Context: an optimization exercise on an open-source flow, tuned for small area and a short achievable clock period. The choices shown serve that exercise and are no tape-out recipe. In this exercise RTL edits were held to simulation tests only and were not proved equivalent to the original. No activity file was given, so power comes from the tool's default toggle rates.

the reference run:
## noc_ring_ni
module noc_ring_ni
(
   input  wire        clk,
   input  wire        reset,
   input  wire [1:0]  ctrl_in,
   input  wire [15:0] flit_in,
   input  wire [1:0]  dest_fifo_in,
   output wire        en_pass_req,
   output wire        en_pass_rep,
   output wire        en_local_req,
   output wire        en_local_rep,
   output wire [4:0]  used_slots_pass_rep,
   input  wire [17:0] enq_req_data,
   input  wire [17:0] enq_rep_data,
   input  wire        en_out_req_enq,
   input  wire        en_out_rep_enq,
   output wire        out_req_rdy,
   output wire        out_rep_rdy,
   output wire [17:0] deq_req_data,
   output wire [17:0] deq_rep_data,
   output wire        req_rdy,
   output wire        rep_rdy,
   input  wire        en_in_req_deq,
   input  wire        en_in_rep_deq,
   input  wire        en_local_req_in,
   input  wire        en_local_rep_in,
   input  wire        en_pass_req_in,
   input  wire        en_pass_rep_in,
   input  wire [4:0]  used_slots_pass_rep_in,
   output wire [1:0]  ctrl_out,
   output wire [15:0] flit_out,
   output wire [1:0]  dest_fifo_out
);
   network_interface u_ni
   (
      .clk                    (clk),
      .reset                  (reset),
      .ctrl_in                (ctrl_in),
      .flit_in                (flit_in),
      .dest_fifo_in           (dest_fifo_in),
      .en_pass_req            (en_pass_req),
      .en_pass_rep            (en_pass_rep),
      .en_local_req           (en_local_req),
      .en_local_rep           (en_local_rep),
      .used_slots_pass_rep    (used_slots_pass_rep),
      .enq_req_data           (enq_req_data),
      .enq_rep_data           (enq_rep_data),
      .en_out_req_enq         (en_out_req_enq),
      .en_out_rep_enq         (en_out_rep_enq),
      .out_req_rdy            (out_req_rdy),
  ...
For scale: roughly 1800 flip-flops, about 140 I/O pins, roughly 68000 um^2 of cells after synthesis.
Settings: LEC_CHECK=0, CAP_MARGIN=20, CORE_MARGIN=2, CORE_UTILIZATION=75, CTS_CLUSTER_DIAMETER=80, CTS_CLUSTER_SIZE=20, SETUP_SLACK_MARGIN=4.3, SLEW_MARGIN=20; clock period 7.0 ns.
run.sh (not shown) runs the stock make flow with config.mk's settings and CLKGATE_MAP_FILE= SYNTH_SCRIPT=/design/flow/synth_recipe.tcl, a recipe that flattens the netlist after the stock synthesis.
The reference run completed every stage of the flow, and the final layout passed the timing, design-rule and antenna checks.
[inputs] the trial run vs the reference run
- changing CTS_CLUSTER_SIZE from 20 to 24
- changing CTS_CLUSTER_DIAMETER from 80 to 60
[summary]
Summary of the comparison: overall global routing resource usage is higher in the trial run, relative to the reference run.
The reference run -> the trial run: clock-buffer cell count decreased by more than a quarter
Total routed wirelength: the trial run > the reference run
On clock insertion delay at the later pin of the skew report, the reference run tracks the trial run almost exactly.

========
noc_ring_ni, a different RTL version from the one above (not shown whole).
Size: about 4,000 cells after synthesis.
make LEC_CHECK=0 CAP_MARGIN=20 CORE_MARGIN=2 CORE_UTILIZATION=75 CTS_CLUSTER_DIAMETER=70 CTS_CLUSTER_SIZE=18 SETUP_SLACK_MARGIN=4.4 SLEW_MARGIN=20 finish   # period 7.0 ns
Rerun with:
--- a/flow/config.mk
+++ b/flow/config.mk
@@ -14,0 +15 @@
+export TNS_END_PERCENT = 20
Result:
- clock-buffer cell count came out lower by 1
- design area stays flat
- power stays flat
- clock skew came out higher by 5.2 ps
- non-clock buffer count came out higher by 8
- sequential share of layout area came out lower by 0.27 points
- sequential power stays flat
- area after synthesis stays the same

========
Another version of the RTL of noc_ring_ni (not shown whole).
Size in the first run: ~3900 cells after synthesis, ~140 I/O pins.
make LEC_CHECK=0 CAP_MARGIN=20 CORE_MARGIN=2 CORE_UTILIZATION=80 CTS_CLUSTER_DIAMETER=70 CTS_CLUSTER_SIZE=22 SETUP_SLACK_MARGIN=4.35 SLEW_MARGIN=20 finish   # period 7.0 ns
Change:
Settings changed: CORE_UTILIZATION 80 to 75, CTS_CLUSTER_DIAMETER 70 to 80, CTS_CLUSTER_SIZE 22 to 20, SETUP_SLACK_MARGIN 4.35 to 4.3.
Outcome: Core utilization decreases by 6.0 points; power is about the same; sequential share of layout area decreases by 0.11 points; worst hold slack loses 0.0065 ns; area after synthesis stays the same.

========
wip/garnet:
RTL: one of the versions met above, not the one the previous note started from.
For scale: roughly 4000 cells after synthesis, ~140 I/O pins.
// noc_ring_ni
module noc_ring_ni
(
   input  wire        clk,
   input  wire        reset,
   input  wire [1:0]  ctrl_in,
   input  wire [15:0] flit_in,
   input  wire [1:0]  dest_fifo_in,
   output wire        en_pass_req,
   output wire        en_pass_rep,
   output wire        en_local_req,
   output wire        en_local_rep,
   output wire [4:0]  used_slots_pass_rep,
   input  wire [17:0] enq_req_data,
   input  wire [17:0] enq_rep_data,
   input  wire        en_out_req_enq,
   input  wire        en_out_rep_enq,
   output wire        out_req_rdy,
   output wire        out_rep_rdy,
   output wire [17:0] deq_req_data,
   output wire [17:0] deq_rep_data,
   output wire        req_rdy,
   output wire        rep_rdy,
   input  wire        en_in_req_deq,
   input  wire        en_in_rep_deq,
   input  wire        en_local_req_in,
   input  wire        en_local_rep_in,
   input  wire        en_pass_req_in,
   input  wire        en_pass_rep_in,
   input  wire [4:0]  used_slots_pass_rep_in,
   output wire [1:0]  ctrl_out,
   output wire [15:0] flit_out,
   output wire [1:0]  dest_fifo_out
);
make LEC_CHECK=0 CAP_MARGIN=20 CORE_MARGIN=2 CORE_UTILIZATION=78 CTS_CLUSTER_DIAMETER=70 CTS_CLUSTER_SIZE=18 SETUP_SLACK_MARGIN=4.4 SLEW_MARGIN=20 finish   # period 7.0 ns
Here is what was changed in the inputs of wip/nickel compared with wip/garnet.
Settings: CORE_UTILIZATION now 75, was 78; SETUP_SLACK_MARGIN now 4.5, was 4.4.
wip/nickel ended with every stage complete and zero timing, DRC or antenna violations. Comparing wip/nickel and wip/garnet, post-route minimum period is higher on wip/garnet. Library cell contributing the largest single delay on the critical path = dfxtp_4: wip/nickel; library cell contributing the largest single delay on the critical path = a2111oi_4: wip/garnet. Share of power burned in the clock network essentially unchanged between wip/garnet and wip/nickel. Relative to wip/garnet, the total number of tap cells of wip/nickel is higher by 31. Measured against each other, wip/nickel and wip/garnet differ in worst-case vdd ir drop, the lower figure coming from wip/garnet. Comparing wip/nickel and wip/garnet, the lower global-route met1 utilization was measured on wip/nickel. Between wip/garnet and wip/nickel, the flow reports length of routed met2 wiring increasing slightly. When wip/nickel is set beside wip/garnet, its minimum hold slack turns out to be 17 ps larger. Global-route usage: wip/nickel < wip/garnet. Re ratio of final minimum period to clock period: wip/garnet was higher than wip/nickel. Combinational share of power delta for wip/nickel relative to wip/garnet: 0.5 points higher. Per-cell routed wire length for wip/nickel: 0.56% down relative to wip/garnet.
Inputs modified between wip/nickel and wip/violet:
Settings: SETUP_SLACK_MARGIN now 4.4, was 4.5; CTS_CLUSTER_DIAMETER now 60, was 70; CTS_CLUSTER_SIZE now 16, was 18.
==> summary.txt <==
- Going from wip/nickel to wip/violet, overall routed net length decreased 3.7%, total setup buffers inserted after CTS decreased about 46%, sequential power essentially unchanged, arrival time reported for the critical path endpoint increased 40 ps, non-clock buffer count decreased 20%.
- wip/violet vs wip/nickel, fraction of power consumed by sequential logic went down by 1.7 points.
- The post-layout instance count excluding filler cells of wip/violet falls short of that of wip/nickel by 1.2%.
Changes in wip/indigo relative to wip/violet:
Settings: changing CTS_CLUSTER_DIAMETER from 60 to 80; changing SETUP_SLACK_MARGIN from 4.4 to 4.3; changing CTS_CLUSTER_SIZE from 16 to 20.
Findings:
Relative to wip/violet, slew of the pin with the lowest slew margin has gone up in wip/indigo. Between wip/indigo and wip/violet, final period utilization is higher for wip/indigo, wip/violet comes in under that. Delta (wip/indigo minus wip/violet): fraction of registers with async set or reset after synthesis held, sequential share of layout area higher.
Inputs modified between wip/indigo and wip/delta:
Settings: changing SETUP_SLACK_MARGIN from 4.3 to 4.4; setting CTS_BUF_LIST to sky130_fd_sc_hd__clkbuf_8 sky130_fd_sc_hd__clkbuf_16 for the first time; changing CTS_CLUSTER_SIZE from 20 to 18; changing CTS_CLUSTER_DIAMETER from 80 to 70.
Results
Register-to-register setup slack: wip/delta vs wip/indigo up 80 ps
Across both runs, maximum achievable frequency was higher for wip/delta than for wip/indigo.
In the reports for wip/delta and wip/indigo, the smaller number of buffers added for setup after CTS belongs to wip/indigo.
[wip/delta] core occupancy in the finished layout rose 0.56 points relative to wip/indigo
wip/delta does better than wip/indigo on least setup slack across all paths after layout.
Post-cts repair resize count of wip/delta exceeds that of wip/indigo by more than half.
Against wip/indigo, the final cell area of wip/delta is higher.
Reported for wip/delta and wip/indigo, netlist area before placement turned out identical to the last digit.
Minimum period implied by the final worst setup slack, wip/delta and wip/indigo, higher one = wip/indigo.
The following lists how wip/zinc was set up differently from wip/delta:
Settings: changing CTS_CLUSTER_DIAMETER from 70 to 80; changing CORE_UTILIZATION from 75 to 70; changing SETUP_SLACK_MARGIN from 4.4 to 4.3; removing CTS_BUF_LIST (formerly sky130_fd_sc_hd__clkbuf_8 sky130_fd_sc_hd__clkbuf_16); changing CTS_CLUSTER_SIZE from 18 to 20.
Results
Diff wip/delta..wip/zinc | register area | negligible
On total die area, wip/delta beats wip/zinc.
When wip/zinc is set beside wip/delta, its post-CTS repair timing setup buffer count turns out to be 2 smaller.

-- what the ideal ports hide --
No port has a modelled driver above. Below, the same layouts with a new extraction and two added sets of constraints.
Step 1 (the two cells are an assumption about what drives the block):
set clk [get_ports {clk}]
set_driving_cell -lib_cell sky130_fd_sc_hd__clkbuf_16 $clk
set_driving_cell -lib_cell sky130_fd_sc_hd__buf_2 [delete_from_list [all_inputs] $clk]
Step 2 adds t to the input delays and takes it off the output delays; t is the mean of the earliest and latest rising clock arrival at the registers after step 1. Input paths then give back, and output paths get back, about the clock's delay inside the block.
Slacks: ideal ports / drivers / drivers and shift; pairs: ideal ports / drivers.
run | shift t [ns] | setup slack, ns | hold WS [ns]
the reference run | 0.788 | 4.176 / 4.176 / 3.466 | 0.437 / 0.437 / 0.437
the trial run | 0.786 | 4.197 / 4.197 / 3.500 | 0.443 / 0.443 / 0.443
the first run of note 2 | 0.771 | 4.360 / 4.304 / 3.589 | 0.438 / 0.438 / 0.438
the second run of note 2 | 0.785 | 4.210 / 4.143 / 3.468 | 0.442 / 0.442 / 0.442
the first run of note 3 | 0.754 | 3.963 / 3.963 / 3.499 | 0.443 / 0.443 / 0.443
the second run of note 3 | 0.774 | 4.065 / 4.065 / 3.473 | 0.436 / 0.436 / 0.436
wip/garnet | 0.765 | 4.315 / 4.315 / 3.591 | 0.430 / 0.430 / 0.430
wip/nickel | 0.778 | 4.344 / 4.304 / 3.664 | 0.447 / 0.447 / 0.447
wip/violet | 0.819 | 4.323 / 4.267 / 3.495 | 0.446 / 0.446 / 0.446
wip/indigo | 0.754 | 4.240 / 4.262 / 3.516 | 0.449 / 0.449 / 0.449
wip/delta | 0.776 | 4.365 / 4.298 / 3.628 | 0.440 / 0.440 / 0.440
wip/zinc | 0.770 | 4.295 / 4.259 / 3.519 | 0.447 / 0.447 / 0.447
After both steps setup and hold are still met in every run listed. The setup slack of wip/violet, which loses most, moves by -0.056 ns with the drivers and by -0.828 ns with both steps.
